From an optimization exercise on the open Yosys and OpenROAD flow, aimed at a short achievable clock period and few clock cycles; shortcuts taken in it are not production practice.
Only simulation tests tie the RTL to the original design; equivalence was not proved.

==> run F: inputs <==
==> flow/design.v (excerpt) <==
module mips_pipe
(
  input  logic        clk,
  input  logic        rst_n,
  output logic [31:0] pc,
  input  logic [31:0] instr,
  output logic        memwrite,
  output logic [31:0] memaddr,
  output logic [31:0] memwritedata,
  input  logic [31:0] memreaddata
);
export LEC_CHECK = 0
export CAP_MARGIN = 20
export CORE_MARGIN = 2
export CORE_UTILIZATION = 50
export CTS_CLUSTER_DIAMETER = 100
export CTS_CLUSTER_SIZE = 20
export SETUP_SLACK_MARGIN = 5
export SLEW_MARGIN = 20
export SYNTH_HIERARCHICAL = 1
export TNS_END_PERCENT = 100
create_clock -name core_clock -period 8.0 [get_ports {clk}]
standard.sh (not shown) runs the stock make flow with config.mk's settings and CLKGATE_MAP_FILE= SYNTH_SCRIPT=/design/flow/synth_recipe.tcl, a recipe that flattens the netlist after the stock synthesis.
==> flow/flow/run.sh <==
#!/bin/bash
# The standard layout, except that the port buffers are a plain
# buffer cell (buffer_ports otherwise may pick a delay cell, which the
# resizer then keeps). Synthesis is the standard one, run on its own first.
set -euo pipefail
bash standard.sh synth > synth.log 2>&1
bash standard.sh "BUFFER_PORTS_ARGS=-buffer_cell sky130_fd_sc_hd__buf_4" finish > layout.log 2>&1
==> inputs of run H, as changes to run F <==
--- a/flow/design.v
+++ b/flow/design.v
@@ -496,15 +496,15 @@
   end
   logic [31:0] m_addr;
   always_ff @(posedge clk)
   begin
     if (!rst_n)
       m_addr <= '0;
     else
-      m_addr <= res;
+      m_addr <= sum_add;
   end
   assign memaddr      = m_addr;
   assign memwritedata = m_sdata;
   always_ff @(posedge clk)
   begin
     if (!rst_n)
       w_regwrite <= 1'b0;
==> flow/config.mk (replaced) <==
export PLATFORM = sky130hd
export DESIGN_NAME = mips_pipe
export DESIGN_NICKNAME = mips_pipe
export VERILOG_FILES = /design/flow/design.v
export SDC_FILE = /design/flow/constraint.sdc
export NUM_CORES = 4
export LEC_CHECK = 0
export CAP_MARGIN = 20
export CORE_MARGIN = 2
export CORE_UTILIZATION = 55
export CTS_CLUSTER_DIAMETER = 100
export CTS_CLUSTER_SIZE = 20
export SETUP_SLACK_MARGIN = 5
export SLEW_MARGIN = 20
export SYNTH_HIERARCHICAL = 1
export TNS_END_PERCENT = 100
==> inputs of run K, as changes to run F <==
--- a/flow/design.v
+++ b/flow/design.v
@@ -241,28 +241,28 @@
   logic [29:0] pc_q, pcn_q, pc_o;
   logic        d_valid;
   logic [31:0] d_instr;
   logic [29:0] d_pc4;         
   logic [29:0] d_target;      
   logic        d_pred;        
   logic [31:1] d_rs_oh, d_rt_oh;    
-  logic [31:1] d_rs_ohn, d_rt_ohn;  
+  logic [31:1] d_rs_oh2, d_rt_oh2;  
   logic        d_byp1, d_byp2;      
   logic        e_regwrite;    
   logic        e_load;
   logic        e_store;
   logic        e_mp_eq;       
   logic        e_mp_ne;       
   logic        e_op_add, e_op_sub, e_op_and, e_op_or, e_op_slt;
   logic [4:0]  e_dst;
   logic [31:0] e_rd1, e_rd2, e_imm;
   logic [29:0] e_altpc;
   logic        e_a_rf, e_a_m, e_a_w;                    
-  logic        e_a_rfn, e_a_mn, e_a_wn, e_b_rfn, e_b_mn, e_b_wn;
-  logic        e_c_rfn, e_c_mn, e_c_wn, e_c_immn;
+  logic        e_a_rf2, e_a_m2, e_a_w2, e_b_rf2, e_b_m2, e_b_w2;
+  logic        e_c_rf2, e_c_m2, e_c_w2, e_c_imm2;
   logic        e_b_rf, e_b_m, e_b_w;                    
   logic        e_c_rf, e_c_m, e_c_w, e_c_imm;           
   logic        e_q_rr, e_q_1m, e_q_m2, e_q_1w, e_q_w2, e_q_mw, e_q_same;
   logic        m_regwrite, m_load;
   logic [4:0]  m_dst;
   logic [31:0] m_res, m_sdata;
   logic        w_regwrite;
@@ -320,40 +320,40 @@
   logic [31:0] d_rf1, d_rf2, d_rd1, d_rd2;
   always_comb
   begin
     d_rf1 = '0;
     d_rf2 = '0;
     for (int j = 1; j < 32; j++)
     begin
-      d_rf1 = d_rf1 | ({{16{~d_rs_ohn[j]}}, {16{d_rs_oh[j]}}} & regs[j]);
-      d_rf2 = d_rf2 | ({{16{~d_rt_ohn[j]}}, {16{d_rt_oh[j]}}} & regs[j]);
+      d_rf1 = d_rf1 | ({{16{d_rs_oh2[j]}}, {16{d_rs_oh[j]}}} & regs[j]);
+      d_rf2 = d_rf2 | ({{16{d_rt_oh2[j]}}, {16{d_rt_oh[j]}}} & regs[j]);
     end
   end
   assign d_rd1 = d_byp1 ? w_wdata : d_rf1;
   assign d_rd2 = d_byp2 ? w_wdata : d_rf2;
   logic d_a_m, d_a_w, d_a_rf, d_b_m, d_b_w, d_b_rf;
   assign d_a_m  = e_regwrite && e_dst == d_rs;
   assign d_a_w  = !d_a_m && m_regwrite && m_dst == d_rs;
   assign d_a_rf = !d_a_m && !d_a_w;
   assign d_b_m  = e_regwrite && e_dst == d_rt;
   assign d_b_w  = !d_b_m && m_regwrite && m_dst == d_rt;
   assign d_b_rf = !d_b_m && !d_b_w;
   logic [31:0] a, bv, ba, sum_add, sum_sub, res;
   logic        co_add, co_sub;
   logic        slt, eq, mispredict;
-  assign a  = ({{16{~e_a_rfn}}, {16{e_a_rf}}} & e_rd1) |
-              ({{16{~e_a_mn}},  {16{e_a_m}}}  & m_res) |
-              ({{16{~e_a_wn}},  {16{e_a_w}}}  & w_fwd);
-  assign bv = ({{16{~e_b_rfn}}, {16{e_b_rf}}} & e_rd2) |
-              ({{16{~e_b_mn}},  {16{e_b_m}}}  & m_res) |
-              ({{16{~e_b_wn}},  {16{e_b_w}}}  & w_fwd);
-  assign ba = ({{16{~e_c_rfn}},  {16{e_c_rf}}}  & e_rd2) |
-              ({{16{~e_c_mn}},   {16{e_c_m}}}   & m_res) |
-              ({{16{~e_c_wn}},   {16{e_c_w}}}   & w_fwd) |
-              ({{16{~e_c_immn}}, {16{e_c_imm}}} & e_imm);
+  assign a  = ({{16{e_a_rf2}}, {16{e_a_rf}}} & e_rd1) |
+              ({{16{e_a_m2}},  {16{e_a_m}}}  & m_res) |
+              ({{16{e_a_w2}},  {16{e_a_w}}}  & w_fwd);
+  assign bv = ({{16{e_b_rf2}}, {16{e_b_rf}}} & e_rd2) |
+              ({{16{e_b_m2}},  {16{e_b_m}}}  & m_res) |
+              ({{16{e_b_w2}},  {16{e_b_w}}}  & w_fwd);
+  assign ba = ({{16{e_c_rf2}},  {16{e_c_rf}}}  & e_rd2) |
+              ({{16{e_c_m2}},   {16{e_c_m}}}   & m_res) |
+              ({{16{e_c_w2}},   {16{e_c_w}}}   & w_fwd) |
+              ({{16{e_c_imm2}}, {16{e_c_imm}}} & e_imm);
   prefix_add #(.W(32), .CIN(1'b0)) u_add (.a(a), .b(ba),  .s(sum_add), .co(co_add));
   prefix_add #(.W(32), .CIN(1'b1)) u_sub (.a(a), .b(~bv), .s(sum_sub), .co(co_sub));
   assign slt     = (a[31] != bv[31]) ? a[31] : sum_sub[31];
   assign res     = ({32{e_op_add}} & sum_add) | ({32{e_op_sub}} & sum_sub) |
                    ({32{e_op_and}} & (a & bv)) | ({32{e_op_or}} & (a | bv)) |
                    {31'b0, e_op_slt & slt};
   logic eq_rr, eq_1m, eq_m2, eq_1w, eq_w2, eq_mw;
@@ -390,14 +390,30 @@
     if (!rst_n || mispredict)
       d_valid <= 1'b0;
     else if (!stall)
       d_valid <= 1'b1;
   end
   always_ff @(posedge clk)
   begin
+    if (!rst_n)
+    begin
+      d_rs_oh2 <= '0;
+      d_rt_oh2 <= '0;
+    end
+    else if (!stall)
+    begin
+      for (int j = 1; j < 32; j++)
+      begin
+        d_rs_oh2[j] <= instr[25:21] == 5'(j);
+        d_rt_oh2[j] <= instr[20:16] == 5'(j);
+      end
+    end
+  end
+  always_ff @(posedge clk)
+  begin
     d_byp1 <= m_regwrite && m_dst == (stall ? d_rs : instr[25:21]);
     d_byp2 <= m_regwrite && m_dst == (stall ? d_rt : instr[20:16]);
   end
   always_ff @(posedge clk)
   begin
     if (!stall)
     begin
@@ -405,16 +421,14 @@
       d_pc4    <= pc4;
       d_target <= f_target;
       d_pred   <= f_taken;
       for (int j = 1; j < 32; j++)
       begin
         d_rs_oh[j]  <= instr[25:21] == 5'(j);
         d_rt_oh[j]  <= instr[20:16] == 5'(j);
-        d_rs_ohn[j] <= instr[25:21] != 5'(j);
-        d_rt_ohn[j] <= instr[20:16] != 5'(j);
       end
     end
   end
   always_ff @(posedge clk)
   begin
     if (!rst_n || mispredict || stall)
     begin
@@ -441,24 +455,14 @@
     e_op_or  <= d_rtype && d_for;
     e_op_slt <= d_rtype && d_fslt;
     e_dst    <= d_dst;
     e_rd1    <= d_rd1;
     e_rd2    <= d_rd2;
     e_imm    <= d_imm;
     e_altpc  <= d_pred ? d_pc4 : d_target;
-    e_a_rfn  <= !d_a_rf;
-    e_a_mn   <= !d_a_m;
-    e_a_wn   <= !d_a_w;
-    e_b_rfn  <= !d_b_rf;
-    e_b_mn   <= !d_b_m;
-    e_b_wn   <= !d_b_w;
-    e_c_rfn  <= !(d_b_rf && d_rtype);
-    e_c_mn   <= !(d_b_m && d_rtype);
-    e_c_wn   <= !(d_b_w && d_rtype);
-    e_c_immn <= d_rtype;
     e_a_rf   <= d_a_rf;
     e_a_m    <= d_a_m;
     e_a_w    <= d_a_w;
     e_b_rf   <= d_b_rf;
     e_b_m    <= d_b_m;
     e_b_w    <= d_b_w;
     e_c_rf   <= d_b_rf && d_rtype;
@@ -473,14 +477,43 @@
     e_q_mw   <= (d_a_m && d_b_w) || (d_a_w && d_b_m);
     e_q_same <= (d_a_m && d_b_m) || (d_a_w && d_b_w);
   end
   always_ff @(posedge clk)
   begin
     if (!rst_n)
     begin
+      e_a_rf2  <= 1'b0;
+      e_a_m2   <= 1'b0;
+      e_a_w2   <= 1'b0;
+      e_b_rf2  <= 1'b0;
+      e_b_m2   <= 1'b0;
+      e_b_w2   <= 1'b0;
+      e_c_rf2  <= 1'b0;
+      e_c_m2   <= 1'b0;
+      e_c_w2   <= 1'b0;
+      e_c_imm2 <= 1'b0;
+    end
+    else
+    begin
+      e_a_rf2  <= d_a_rf;
+      e_a_m2   <= d_a_m;
+      e_a_w2   <= d_a_w;
+      e_b_rf2  <= d_b_rf;
+      e_b_m2   <= d_b_m;
+      e_b_w2   <= d_b_w;
+      e_c_rf2  <= d_b_rf && d_rtype;
+      e_c_m2   <= d_b_m && d_rtype;
+      e_c_w2   <= d_b_w && d_rtype;
+      e_c_imm2 <= !d_rtype;
+    end
+  end
+  always_ff @(posedge clk)
+  begin
+    if (!rst_n)
+    begin
       m_regwrite <= 1'b0;
       m_load     <= 1'b0;
       memwrite   <= 1'b0;
     end
     else
     begin
       m_regwrite <= e_regwrite;
@@ -496,15 +529,15 @@
   end
   logic [31:0] m_addr;
   always_ff @(posedge clk)
   begin
     if (!rst_n)
       m_addr <= '0;
     else
-      m_addr <= res;
+      m_addr <= sum_add;
   end
   assign memaddr      = m_addr;
   assign memwritedata = m_sdata;
   always_ff @(posedge clk)
   begin
     if (!rst_n)
       w_regwrite <= 1'b0;
==> flow/config.mk (replaced) <==
export PLATFORM = sky130hd
export DESIGN_NAME = mips_pipe
export DESIGN_NICKNAME = mips_pipe
export VERILOG_FILES = /design/flow/design.v
export SDC_FILE = /design/flow/constraint.sdc
export NUM_CORES = 4
export LEC_CHECK = 0
export CAP_MARGIN = 20
export CORE_MARGIN = 2
export CORE_UTILIZATION = 58
export CTS_CLUSTER_DIAMETER = 100
export CTS_CLUSTER_SIZE = 20
export SETUP_SLACK_MARGIN = 5
export SLEW_MARGIN = 20
export SYNTH_HIERARCHICAL = 1
export TNS_END_PERCENT = 100
==> inputs of run Z, as changes to run F <==
--- a/flow/design.v
+++ b/flow/design.v
@@ -241,28 +241,25 @@
   logic [29:0] pc_q, pcn_q, pc_o;
   logic        d_valid;
   logic [31:0] d_instr;
   logic [29:0] d_pc4;         
   logic [29:0] d_target;      
   logic        d_pred;        
   logic [31:1] d_rs_oh, d_rt_oh;    
-  logic [31:1] d_rs_ohn, d_rt_ohn;  
   logic        d_byp1, d_byp2;      
   logic        e_regwrite;    
   logic        e_load;
   logic        e_store;
   logic        e_mp_eq;       
   logic        e_mp_ne;       
   logic        e_op_add, e_op_sub, e_op_and, e_op_or, e_op_slt;
   logic [4:0]  e_dst;
   logic [31:0] e_rd1, e_rd2, e_imm;
   logic [29:0] e_altpc;
   logic        e_a_rf, e_a_m, e_a_w;                    
-  logic        e_a_rfn, e_a_mn, e_a_wn, e_b_rfn, e_b_mn, e_b_wn;
-  logic        e_c_rfn, e_c_mn, e_c_wn, e_c_immn;
   logic        e_b_rf, e_b_m, e_b_w;                    
   logic        e_c_rf, e_c_m, e_c_w, e_c_imm;           
   logic        e_q_rr, e_q_1m, e_q_m2, e_q_1w, e_q_w2, e_q_mw, e_q_same;
   logic        m_regwrite, m_load;
   logic [4:0]  m_dst;
   logic [31:0] m_res, m_sdata;
   logic        w_regwrite;
@@ -320,40 +317,34 @@
   logic [31:0] d_rf1, d_rf2, d_rd1, d_rd2;
   always_comb
   begin
     d_rf1 = '0;
     d_rf2 = '0;
     for (int j = 1; j < 32; j++)
     begin
-      d_rf1 = d_rf1 | ({{16{~d_rs_ohn[j]}}, {16{d_rs_oh[j]}}} & regs[j]);
-      d_rf2 = d_rf2 | ({{16{~d_rt_ohn[j]}}, {16{d_rt_oh[j]}}} & regs[j]);
+      d_rf1 = d_rf1 | ({32{d_rs_oh[j]}} & regs[j]);
+      d_rf2 = d_rf2 | ({32{d_rt_oh[j]}} & regs[j]);
     end
   end
   assign d_rd1 = d_byp1 ? w_wdata : d_rf1;
   assign d_rd2 = d_byp2 ? w_wdata : d_rf2;
   logic d_a_m, d_a_w, d_a_rf, d_b_m, d_b_w, d_b_rf;
   assign d_a_m  = e_regwrite && e_dst == d_rs;
   assign d_a_w  = !d_a_m && m_regwrite && m_dst == d_rs;
   assign d_a_rf = !d_a_m && !d_a_w;
   assign d_b_m  = e_regwrite && e_dst == d_rt;
   assign d_b_w  = !d_b_m && m_regwrite && m_dst == d_rt;
   assign d_b_rf = !d_b_m && !d_b_w;
   logic [31:0] a, bv, ba, sum_add, sum_sub, res;
   logic        co_add, co_sub;
   logic        slt, eq, mispredict;
-  assign a  = ({{16{~e_a_rfn}}, {16{e_a_rf}}} & e_rd1) |
-              ({{16{~e_a_mn}},  {16{e_a_m}}}  & m_res) |
-              ({{16{~e_a_wn}},  {16{e_a_w}}}  & w_fwd);
-  assign bv = ({{16{~e_b_rfn}}, {16{e_b_rf}}} & e_rd2) |
-              ({{16{~e_b_mn}},  {16{e_b_m}}}  & m_res) |
-              ({{16{~e_b_wn}},  {16{e_b_w}}}  & w_fwd);
-  assign ba = ({{16{~e_c_rfn}},  {16{e_c_rf}}}  & e_rd2) |
-              ({{16{~e_c_mn}},   {16{e_c_m}}}   & m_res) |
-              ({{16{~e_c_wn}},   {16{e_c_w}}}   & w_fwd) |
-              ({{16{~e_c_immn}}, {16{e_c_imm}}} & e_imm);
+  assign a  = ({32{e_a_rf}} & e_rd1) | ({32{e_a_m}} & m_res) | ({32{e_a_w}} & w_fwd);
+  assign bv = ({32{e_b_rf}} & e_rd2) | ({32{e_b_m}} & m_res) | ({32{e_b_w}} & w_fwd);
+  assign ba = ({32{e_c_rf}} & e_rd2) | ({32{e_c_m}} & m_res) | ({32{e_c_w}} & w_fwd) |
+              ({32{e_c_imm}} & e_imm);
   prefix_add #(.W(32), .CIN(1'b0)) u_add (.a(a), .b(ba),  .s(sum_add), .co(co_add));
   prefix_add #(.W(32), .CIN(1'b1)) u_sub (.a(a), .b(~bv), .s(sum_sub), .co(co_sub));
   assign slt     = (a[31] != bv[31]) ? a[31] : sum_sub[31];
   assign res     = ({32{e_op_add}} & sum_add) | ({32{e_op_sub}} & sum_sub) |
                    ({32{e_op_and}} & (a & bv)) | ({32{e_op_or}} & (a | bv)) |
                    {31'b0, e_op_slt & slt};
   logic eq_rr, eq_1m, eq_m2, eq_1w, eq_w2, eq_mw;
@@ -403,18 +394,16 @@
     begin
       d_instr  <= instr;
       d_pc4    <= pc4;
       d_target <= f_target;
       d_pred   <= f_taken;
       for (int j = 1; j < 32; j++)
       begin
-        d_rs_oh[j]  <= instr[25:21] == 5'(j);
-        d_rt_oh[j]  <= instr[20:16] == 5'(j);
-        d_rs_ohn[j] <= instr[25:21] != 5'(j);
-        d_rt_ohn[j] <= instr[20:16] != 5'(j);
+        d_rs_oh[j] <= instr[25:21] == 5'(j);
+        d_rt_oh[j] <= instr[20:16] == 5'(j);
       end
     end
   end
   always_ff @(posedge clk)
   begin
     if (!rst_n || mispredict || stall)
     begin
@@ -441,24 +430,14 @@
     e_op_or  <= d_rtype && d_for;
     e_op_slt <= d_rtype && d_fslt;
     e_dst    <= d_dst;
     e_rd1    <= d_rd1;
     e_rd2    <= d_rd2;
     e_imm    <= d_imm;
     e_altpc  <= d_pred ? d_pc4 : d_target;
-    e_a_rfn  <= !d_a_rf;
-    e_a_mn   <= !d_a_m;
-    e_a_wn   <= !d_a_w;
-    e_b_rfn  <= !d_b_rf;
-    e_b_mn   <= !d_b_m;
-    e_b_wn   <= !d_b_w;
-    e_c_rfn  <= !(d_b_rf && d_rtype);
-    e_c_mn   <= !(d_b_m && d_rtype);
-    e_c_wn   <= !(d_b_w && d_rtype);
-    e_c_immn <= d_rtype;
     e_a_rf   <= d_a_rf;
     e_a_m    <= d_a_m;
     e_a_w    <= d_a_w;
     e_b_rf   <= d_b_rf;
     e_b_m    <= d_b_m;
     e_b_w    <= d_b_w;
     e_c_rf   <= d_b_rf && d_rtype;
==> metrics.md <==
| Metric | Value |
|---|---|
| Core area | 0.135 mm^2 |
| Status | finished clean |
| Sw Ratio | 30.8% |
| # diodes | 23 |
| Skew-Pair Late Insertion Delay | 770 ps |
| Worst slew pin tran | 1180 ps |
| Die width | 373 um |
# the run above: run H

==> metrics.md <==
| Metric | Value |
|---|---|
| # diodes | 31 |
| Die width | 391 um |
| Core area | 0.149 mm^2 |
| Skew-Pair Late Insertion Delay | 760 ps |
| Status | finished clean |
| Dominant kind of cell | flip-flops and latches |
# the run above: run F

==> metrics.md <==
| Metric | Value |
|---|---|
| Die width | 378 um |
| Worst slew pin tran | 1170 ps |
| Sw Ratio | 31.2% |
| # diodes | 19 |
| Core area | 0.139 mm^2 |
| Status | finished clean |
# the run above: run Z

==> metrics.md <==
| Metric | Value |
|---|---|
| Sw Ratio | 28.9% |
| Skew-Pair Late Insertion Delay | 800 ps |
| Status | finished clean |
| Core area | 0.124 mm^2 |
| # diodes | 13 |
| Worst slew pin tran | 1190 ps |
# the run above: run K

Testbench counts of run F, summed over its fixed seeds: cycles 31,930.
Testbench counts of run H, summed over its fixed seeds: cycles 31,930.
Testbench counts of run K, summed over its fixed seeds: cycles 31,930.
Testbench counts of run Z, summed over its fixed seeds: cycles 31,930.

==> afterwards: timing with drivers on the ports <==
How much do the figures lean on ideal ports? The routed layouts below were timed once more, with nothing changed but the port constraints. Step 1, drivers: a clkbuf_16 drives clk and a buf_2 each remaining input, both assumed. Step 2 adds t to the input delays and takes it off the output delays; t is the mean of the earliest and latest rising clock arrival at the registers after step 1. Input paths then give back, and output paths get back, about the clock's delay inside the block. a / b / c = ideal / step 1 / step 2; a / b = the first two.
| run | t, ns | slack for setup (ns) | hold WS [ns] | latest minus earliest clock arrival (ns) | pins driven straight from the clock port |
|---|---|---|---|---|---|
| run F | 0.821 | 4.853 / 4.853 / 4.174 | 0.346 / 0.346 / 0.346 | 0.054 / 0.054 | 1 |
| run H | 0.834 | 4.864 / 4.864 / 4.189 | 0.350 / 0.350 / 0.350 | 0.048 / 0.048 | 1 |
| run K | 0.848 | 4.906 / 4.906 / 4.202 | 0.343 / 0.343 / 0.343 | 0.078 / 0.078 | 1 |
| run Z | 0.837 | 4.852 / 4.852 / 4.282 | 0.346 / 0.346 / 0.346 | 0.042 / 0.043 | 1 |
After both steps setup and hold are still met in every run listed. For run K, which loses most, drivers alone change the setup slack by 0.000 ns; drivers and shift together by -0.704 ns.
